What follows belongs to an exercise in optimizing a design on an open flow for small area, a short achievable clock period and few clock cycles per item; a production flow would make more cautious choices. Where RTL was checked, it was by simulation tests only, not by an equivalence proof against the original.

Setup of v6:
// sbox_subbytes_pipe
module sbox_subbytes_pipe
#(
   parameter int N_BYTES = 16
) (
   input  logic                 clk,
   input  logic                 rst_n,
   input  logic                 in_valid,
   output logic                 in_ready,
   input  logic [8*N_BYTES-1:0] in_data,
   input  logic                 in_inv,
   output logic                 out_valid,
   input  logic                 out_ready,
   output logic [8*N_BYTES-1:0] out_data,
   output logic                 out_inv,
   output logic                 busy
);
For scale: ~4200 cells after synthesis, roughly 450 flip-flops, ~0.037 sq mm of cells after synthesis.
==> flow/config.mk <==
export PLATFORM = sky130hd
export DESIGN_NAME = sbox_subbytes_pipe
export DESIGN_NICKNAME = sbox_subbytes_pipe
export VERILOG_FILES = /design/flow/design.v
export SDC_FILE = /design/flow/constraint.sdc
export NUM_CORES = 4
export LEC_CHECK = 0
export ABC_AREA = 1
export CAP_MARGIN = 20
export CELL_PAD_IN_SITES_DETAIL_PLACEMENT = 0
export CELL_PAD_IN_SITES_GLOBAL_PLACEMENT = 1
export CORE_MARGIN = 2
export CORE_UTILIZATION = 50
export PLACE_DENSITY = 0.62
export SETUP_SLACK_MARGIN = 2.3
export SLEW_MARGIN = 20
==> flow/constraint.sdc <==
create_clock -name core_clock -period 5.0 [get_ports {clk}]
set_input_delay 1.0000 -clock core_clock [delete_from_list [all_inputs] [get_ports {clk}]]
set_output_delay 1.0000 -clock core_clock [all_outputs]
set_load 0.01 [all_outputs]
standard.sh (not shown) runs the stock make flow with config.mk's settings and CLKGATE_MAP_FILE= SYNTH_SCRIPT=/design/flow/synth_recipe.tcl, a recipe that flattens the netlist after the stock synthesis.
==> flow/flow/run.sh <==
#!/bin/bash
# Own flow: the standard layout (standard.sh) with two changes:
#  - synthesis maps the logic with flow/abc.script in place of ORFS's abc_area.script
#    (registers, flattening and renaming are the standard synthesis's);
#  - the port buffers that the standard flow inserts are sky130_fd_sc_hd__buf_2 cells
#    instead of the tool's default pick.
# Each step's full output goes to its own log file in this folder.
set -euo pipefail
cd "$(dirname "$0")/.."
rm -rf myscripts
cp -r "$FLOW_HOME/scripts" myscripts
cp flow/abc.script myscripts/abc_area.script
bash standard.sh SCRIPTS_DIR="$PWD/myscripts" synth > synth.log 2>&1
bash standard.sh BUFFER_PORTS_ARGS="-buffer_cell sky130_fd_sc_hd__buf_2" finish > layout.log 2>&1
==> flow/flow/abc.script <==
strash
dch
map -D 3000
topo
stime -c
buffer -c
upsize -c
dnsize -c
v6 ran to completion and came out clean on the timing, design-rule and antenna checks.
Inputs modified between v6 and v7:
Settings: SETUP_SLACK_MARGIN now 2.0, was 2.3.
### Flow results
Fmax delta (v7 − v6): unfavourable. Lower met2 usage was reported by v7, not v6. v6 leaves more setup margin than v7. When the final numbers for v6 and v7 were put side by side, the met1 track demand over resource in global routing turned out to be greater in v7. From v6 to v7, area share of fa/ha/maj cells after synthesis did not move at all. xor2_1 as the most common cell after layout, fill and taps aside was reported by v7, and nand2_1 by v6. In terms of placed instance count, v7 and v6 differ only marginally. v7 finished every step from synthesis to the final layout, and the layout passed the timing, design-rule and antenna checks.
No functional check of the RTL was part of any run of this note.

sbox_subbytes_pipe, a different RTL version from the one above (not shown whole).
For scale: ~4400 cells after synthesis.
## sbox_subbytes_pipe
module sbox_subbytes_pipe
#(
   parameter int N_BYTES = 16
) (
   input  logic                 clk,
   input  logic                 rst_n,
   input  logic                 in_valid,
   output logic                 in_ready,
   input  logic [8*N_BYTES-1:0] in_data,
   input  logic                 in_inv,
   output logic                 out_valid,
   input  logic                 out_ready,
   output logic [8*N_BYTES-1:0] out_data,
   output logic                 out_inv,
   output logic                 busy
);
   localparam int DW = 8*N_BYTES;
   localparam int NC = 12;    
   logic                  vld0_q, vld1_q;
   logic                  inv0_q, inv1_q;
   logic [N_BYTES*NC-1:0] cut_d, cut_q;
   logic [DW-1:0]         sub_d, sub_q;
   logic                  adv0, adv1;
   assign adv1 = !vld1_q || out_ready;
   assign adv0 = !vld0_q || adv1;
   generate
      for (genvar i = 0; i < N_BYTES; i++) begin : g_lane
         sbox_lane_s1 u_s1 (
            .in_byte (in_data[8*i +: 8]),
            .inv     (in_inv),
            .cut     (cut_d[NC*i +: NC])
         );
  ...
export LEC_CHECK = 0
export ABC_AREA = 1
export CAP_MARGIN = 20
export CELL_PAD_IN_SITES_DETAIL_PLACEMENT = 0
export CELL_PAD_IN_SITES_GLOBAL_PLACEMENT = 1
export CORE_MARGIN = 2
export CORE_UTILIZATION = 50
export PLACE_DENSITY = 0.62
export SETUP_SLACK_MARGIN = 1.7
export SLEW_MARGIN = 20
create_clock -name core_clock -period 5.0 [get_ports {clk}]
Scripts as last shown in full above: flow/flow/run.sh, flow/flow/abc.script
The first run passed the timing, design-rule and antenna checks.
Testbench counts at the start, summed over its fixed seeds: cycles 8,016, items 8,000.
Edit:
--- a/flow/config.mk
+++ b/flow/config.mk
@@ -15 +14,0 @@
-export SETUP_SLACK_MARGIN = 1.7
After rerunning: Final area went down by 14%; setup slack degrades by 0.49 ns; non-clock buffer count went down by 210; wire length went down by 11%; synthesized cell count is unchanged; sequential share of layout area went up by 3.7 points; synthesized area does not change; die area is unchanged.

## willow
sbox_subbytes_pipe, a different RTL version from the one above (not shown whole).
Size: about 450 flip-flops, about 270 I/O pins, ~38000 µm² of cells after synthesis.
Design sbox_subbytes_pipe, start of the top module:
module sbox_subbytes_pipe
#(
   parameter int N_BYTES = 16
) (
   input  logic                 clk,
   input  logic                 rst_n,
   input  logic                 in_valid,
   output logic                 in_ready,
   input  logic [8*N_BYTES-1:0] in_data,
   input  logic                 in_inv,
   output logic                 out_valid,
   input  logic                 out_ready,
   output logic [8*N_BYTES-1:0] out_data,
   output logic                 out_inv,
   output logic                 busy
);
Settings: LEC_CHECK=0, ABC_AREA=1, CAP_MARGIN=20, CELL_PAD_IN_SITES_DETAIL_PLACEMENT=0, CELL_PAD_IN_SITES_GLOBAL_PLACEMENT=1, CORE_MARGIN=2, CORE_UTILIZATION=60, CTS_CLUSTER_DIAMETER=100, CTS_CLUSTER_SIZE=30, PLACE_DENSITY=0.7, SETUP_SLACK_MARGIN=2.05, SLEW_MARGIN=20; clock period 5.0 ns.
==> flow/flow/abc.script <==
strash
dch
map -D 3000
strash
dch
map -D 3000
topo
stime -c
buffer -c
upsize -c
dnsize -c
Scripts as last shown in full above: flow/flow/run.sh
Testbench counts of willow, summed over its fixed seeds: cycles 8,024, items 8,000.
For quartz, these inputs were changed with respect to willow:
==> flow/flow/abc.script <==
strash
&get -n
&dch -f
&nf -R 1000
&put
topo
stime -c
diff --git a/flow/config.mk b/flow/config.mk
--- a/flow/config.mk
+++ b/flow/config.mk
@@ -17 +17 @@
-export SETUP_SLACK_MARGIN = 2.05
+export SETUP_SLACK_MARGIN = 2.15
[summary]
No stage failed in quartz, and the final checks on the layout all came back clean.
Per the comparison of quartz with willow, wire length of the first global-routing pass dropped about 1.8%, final design area excluding fillers dropped 1.6%, wire length climbed about 1.3%.
quartz vs willow — die outline area dropped by a few percent
Diff quartz and willow: final period demand of the worst path higher in willow
Diff willow -> quartz | pre-CTS setup slack | increase of 84 ps
Global-route usage, quartz and willow, higher one = quartz.
Comparing quartz and willow, the lower final critical-path share of the clock period was measured on quartz.
### quartz -> garnet
==> flow/flow/abc.script <==
strash
dch
map -D 3000
topo
stime -c
buffer -c
upsize -c
dnsize -c
diff --git a/flow/config.mk b/flow/config.mk
--- a/flow/config.mk
+++ b/flow/config.mk
@@ -13,5 +13,3 @@
-export CORE_UTILIZATION = 60
-export CTS_CLUSTER_DIAMETER = 100
-export CTS_CLUSTER_SIZE = 30
-export PLACE_DENSITY = 0.7
-export SETUP_SLACK_MARGIN = 2.15
+export CORE_UTILIZATION = 50
+export PLACE_DENSITY = 0.62
+export SETUP_SLACK_MARGIN = 2.2
--- outcome ---
- quartz vs garnet, worst setup path endpoint: out_data[19] vs out_data[67]
- In garnet, the synthesized cell count came out 684 above the value in quartz.
- Diff quartz -> garnet: detail-routed net length per standard cell shows a reduction of about 10%; post-route clock period utilization climbed 1.9 points.
- Changes observed in garnet relative to quartz: met2 track demand over resource shows a reduction of 8.4 points, global-route wire length before repair shows an increase of about 10%, sequential share of layout area shows a reduction of 2.8 points.
- Changes observed in garnet relative to quartz: final-layout non-clock buffer area share shrank by 0.36 points; depth of the worst register-to-register path fell by 1; CTS buffer count saw an increase.
- For garnet, the worst setup path startpoint was sub_q[66], unlike quartz, where it was sub_q[18].
The following lists how onyx was set up differently from garnet:
==> flow/flow/abc.script <==
strash
dch
map -D 2500
topo
stime -c
buffer -c
upsize -c
dnsize -c
diff --git a/flow/config.mk b/flow/config.mk
--- a/flow/config.mk
+++ b/flow/config.mk
@@ -15 +15 @@
-export SETUP_SLACK_MARGIN = 2.2
+export SETUP_SLACK_MARGIN = 2.0
==> comparison <==
- Relative to garnet, the via count of the first global-routing pass measured on onyx has decreased slightly.
- garnet vs onyx, worst setup path startpoint: sub_q[66] vs inv2_q
- When the final numbers for onyx and garnet were put side by side, the final critical-path setup slack turned out to be greater in onyx.
- garnet has higher met2 usage in global routing than onyx.
- Against garnet, onyx comes in 122 lower on via count.
- Area of all placed cells without fillers in onyx is about 1.7% below garnet.
- NOTE routed wire length garnet->onyx decreased slightly

[separate check: timing with driven ports]
How much do the figures lean on ideal ports? The routed layouts below were timed once more, with nothing changed but the port constraints.
Step 1, drivers: a clkbuf_16 drives clk and a buf_2 each remaining input, both assumed.
Step 2 times the ports against the registers' clock, not the clock port: input delays grow and output delays shrink by t, the midpoint of the rising clock arrivals with the driver on.
Slacks: ideal / step 1 / step 2; pairs: ideal / step 1.
| run | t (ns) | slack for setup (ns) | worst setup path after step 2 |
|---|---|---|---|
| v6 | 0.671 | 2.118 / 2.118 / 1.872 | input to register |
| v7 | 0.664 | 2.104 / 2.104 / 1.708 | input to register |
| the first run of note 2 | 0.629 | 1.627 / 1.465 / 0.837 | input to register |
| the second run of note 2 | 0.626 | 1.135 / 1.167 / 0.541 | input to register |
| willow | 0.647 | 2.069 / 2.002 / 1.585 | input to register |
| quartz | 0.627 | 2.151 / 2.084 / 1.729 | input to register |
| garnet | 0.667 | 2.058 / 1.991 / 1.850 | input to register |
| onyx | 0.669 | 2.067 / 2.000 / 1.852 | input to register |
After both steps every run listed still meets setup and hold. The setup slack of the first run of note 2, which loses most, moves by -0.162 ns with the drivers and by -0.790 ns with both steps.
